Context: an optimization exercise on an open-source flow, tuned for small area. The choices shown serve that exercise and are no tape-out recipe. Only simulation tests tie the RTL to the original design; equivalence was not proved. Power is estimated from default activity; no workload was simulated.

// regfile_sb
module regfile_sb
#(
  parameter  int DATA_W = rv_regfile_pkg::DEF_DATA_W,
  parameter  int DEPTH  = rv_regfile_pkg::DEF_DEPTH,
  parameter  int NUM_RD = 2,
  localparam int AW     = rv_regfile_pkg::calc_aw(DEPTH)
) (
  input  logic                     clk,
  input  logic                     reset,
  input  logic                     we,
  input  logic [AW-1:0]            wr_addr,
  input  logic [DATA_W-1:0]        wr_data,
  input  logic [NUM_RD*AW-1:0]     rd_addr,
  output logic [NUM_RD*DATA_W-1:0] rd_data,
  output logic [NUM_RD-1:0]        rd_busy,
  input  logic                     iss_valid,
  input  logic [AW-1:0]            iss_addr,
  output logic [AW:0]              pend_cnt,
  output logic                     all_clear
);
For scale: about 130 I/O pins.
Settings: LEC_CHECK=0, CAP_MARGIN=20, CORE_MARGIN=2, CORE_UTILIZATION=50, SETUP_SLACK_MARGIN=0.1, SLEW_MARGIN=20, SYNTH_HIERARCHICAL=1, SYNTH_MINIMUM_KEEP_SIZE=0; clock period 4.7 ns.
standard.sh (not shown) runs the stock make flow with config.mk's settings and CLKGATE_MAP_FILE= SYNTH_SCRIPT=/design/flow/synth_recipe.tcl, a recipe that flattens the netlist after the stock synthesis.
==> flow/flow/run.sh <==
#!/bin/bash
set -e
export CTS_ARGS="-sink_clustering_enable -repair_clock_nets -dont_use_dummy_load -buf_list {sky130_fd_sc_hd__clkbuf_16} -sink_clustering_size 25 -sink_clustering_max_diameter 150"
export BUFFER_PORTS_ARGS="-buffer_cell sky130_fd_sc_hd__buf_2"
bash standard.sh > standard.log 2>&1
Then changed:
==> flow/flow/run.sh (replaced) <==
#!/bin/bash
set -e
export CTS_ARGS="-sink_clustering_enable -repair_clock_nets -dont_use_dummy_load -buf_list {sky130_fd_sc_hd__clkbuf_16} -sink_clustering_size 20 -sink_clustering_max_diameter 120"
export BUFFER_PORTS_ARGS="-buffer_cell sky130_fd_sc_hd__buf_2"
bash standard.sh > standard.log 2>&1
--- a/flow/config.mk
+++ b/flow/config.mk
@@ -10 +10 @@
-export CORE_UTILIZATION = 50
+export CORE_UTILIZATION = 60
Design area rose by about 0.6%.
Synthesized area is unchanged.
Non-clock buffer count grows by 34.
Combinational power is about the same.
Synthesized cell count does not change.
First-iteration DRC count grows by about 8%.
Worst setup slack got worse by 46 ps.
Routed wire length falls by 0.60%.
Clock-buffer cell count grows by 10.
Cell count goes down by about 2.4%.
Fmax falls by about 1%.
Then changed:
==> flow/flow/run.sh (replaced) <==
#!/bin/bash
set -e
export CTS_ARGS="-sink_clustering_enable -repair_clock_nets -dont_use_dummy_load -buf_list {sky130_fd_sc_hd__clkbuf_16} -sink_clustering_size 25 -sink_clustering_max_diameter 150"
export BUFFER_PORTS_ARGS="-buffer_cell sky130_fd_sc_hd__buf_1"
bash standard.sh > standard.log 2>&1
--- a/flow/config.mk
+++ b/flow/config.mk
@@ -10,2 +10,2 @@
-export CORE_UTILIZATION = 60
-export SETUP_SLACK_MARGIN = 0.1
+export CORE_UTILIZATION = 50
+export SETUP_SLACK_MARGIN = 0.18
After rerunning: The changed run finished clean; critical path depth goes down by 1; wire length goes down slightly; area after synthesis is unchanged; die area came out higher by about a fifth; utilization fell by 13 points; global-route usage came out lower by 8.2 points; final cell count came out higher by a few percent; clock-buffer cell count is lower by 10; total power shrinks by a few percent; first-iteration DRC count shrinks slightly; fmax is higher slightly.
Then changed:
==> flow/flow/run.sh (replaced) <==
#!/bin/bash
set -e
export CTS_ARGS="-sink_clustering_enable -repair_clock_nets -dont_use_dummy_load -buf_list {sky130_fd_sc_hd__clkbuf_16} -sink_clustering_size 20 -sink_clustering_max_diameter 120"
export BUFFER_PORTS_ARGS="-buffer_cell sky130_fd_sc_hd__buf_2"
bash standard.sh > standard.log 2>&1
--- a/flow/config.mk
+++ b/flow/config.mk
@@ -8 +8 @@
-export CAP_MARGIN = 20
+export CAP_MARGIN = 0
@@ -10,3 +10,3 @@
-export CORE_UTILIZATION = 50
-export SETUP_SLACK_MARGIN = 0.18
-export SLEW_MARGIN = 20
+export CORE_UTILIZATION = 60
+export SETUP_SLACK_MARGIN = 0.1
+export SLEW_MARGIN = 0
Global-route usage went up by 8.2 points.
Routed wire length came out higher by 0.33%.
Cell area rose by 1.3%.
Worst hold slack hardly moves.
Then changed:
==> flow/run.sh (new file) <==
#!/bin/bash
# synth_recipe.tcl (not shown) runs the flow's synth.tcl, then flattens the netlist and writes it again
# the make line also repeats each setting of config.mk as NAME=value (left out here)
make -C /OpenROAD-flow-scripts/flow DESIGN_CONFIG=/design/flow/config.mk WORK_HOME=/design/flow/orfs CLKGATE_MAP_FILE= SYNTH_SCRIPT=/design/flow/synth_recipe.tcl finish
--- a/flow/config.mk
+++ b/flow/config.mk
@@ -8 +8 @@
-export CAP_MARGIN = 0
+export CAP_MARGIN = 20
@@ -10,3 +10,6 @@
-export CORE_UTILIZATION = 60
-export SETUP_SLACK_MARGIN = 0.1
-export SLEW_MARGIN = 0
+export CORE_UTILIZATION = 40
+export CTS_BUF_LIST = sky130_fd_sc_hd__clkbuf_16
+export CTS_CLUSTER_DIAMETER = 150
+export CTS_CLUSTER_SIZE = 25
+export SETUP_SLACK_MARGIN = 0.2
+export SLEW_MARGIN = 20
removed: flow/flow/run.sh
removed: flow/standard.sh
Die area increases by 49%.
Synthesized area is unchanged.
Wire length increases by 1.9%.
Utilization decreases by 20 points.
Maximum frequency increases by 1.2%.
Clock power decreases by 5.7%.
Sequential power stays flat.
Combinational power increases by 17%.
Then changed:
==> flow/flow/run.sh (new file) <==
#!/bin/bash
set -e
export CTS_ARGS="-sink_clustering_enable -repair_clock_nets -dont_use_dummy_load -buf_list {sky130_fd_sc_hd__clkbuf_16} -sink_clustering_size 25 -sink_clustering_max_diameter 150"
export BUFFER_PORTS_ARGS="-buffer_cell sky130_fd_sc_hd__buf_1"
bash standard.sh > standard.log 2>&1
==> flow/standard.sh (new file) <==
#!/bin/bash
# synth_recipe.tcl (not shown) runs the flow's synth.tcl, then flattens the netlist and writes it again
# the make line also repeats each setting of config.mk as NAME=value (left out here)
make -C /OpenROAD-flow-scripts/flow DESIGN_CONFIG=/design/flow/config.mk WORK_HOME=/design/flow/orfs CLKGATE_MAP_FILE= SYNTH_SCRIPT=/design/flow/synth_recipe.tcl "${@:-finish}"
--- a/flow/config.mk
+++ b/flow/config.mk
@@ -10,5 +10,2 @@
-export CORE_UTILIZATION = 40
-export CTS_BUF_LIST = sky130_fd_sc_hd__clkbuf_16
-export CTS_CLUSTER_DIAMETER = 150
-export CTS_CLUSTER_SIZE = 25
-export SETUP_SLACK_MARGIN = 0.2
+export CORE_UTILIZATION = 50
+export SETUP_SLACK_MARGIN = 0.25
removed: flow/run.sh
After rerunning:
- The changed run ran to the end with no violations
- wire length goes down by about 2.2%
- utilization grows by 7.4 points
- setup slack barely changes
- fmax is about the same

==> static timing again, ports no longer ideal <==
The flow's constraints put no driver on any port. The routed layouts listed below were extracted and timed again, unchanged, in two steps. Step 1 assumes that a clkbuf_16 drives the clock port and a buf_2 every other input. Step 2 adds t to the input delays and takes it off the output delays; t is the mean of the earliest and latest rising clock arrival at the registers after step 1. Input paths then give back, and output paths get back, about the clock's delay inside the block. a / b / c = ideal ports / drivers / drivers and shift; a / b = the first two.
run | shift t [ns] | setup slack, ns | worst register clock-pin slew, ns | worst data-port slew with drivers (ns) | pins driven straight from the clock port
the first run | 0.676 | 0.100 / 0.073 / 0.073 | 0.11 / 0.11 | 0.04 | 1
the second run | 0.709 | 0.053 / 0.028 / 0.028 | 0.09 / 0.09 | 0.10 | 1
the third run | 0.699 | 0.101 / 0.074 / 0.074 | 0.10 / 0.10 | 0.04 | 1
the fourth run | 0.709 | 0.168 / 0.143 / 0.143 | 0.09 / 0.09 | 0.10 | 1
the fifth run | 0.710 | 0.223 / 0.182 / 0.104 | 0.11 / 0.11 | 0.05 | 1
the sixth run | 0.700 | 0.222 / 0.195 / 0.120 | 0.11 / 0.11 | 0.04 | 1
After both steps setup and hold are still met in every run listed. The setup slack of the fifth run, which loses most, moves by -0.041 ns with the drivers and by -0.119 ns with both steps.
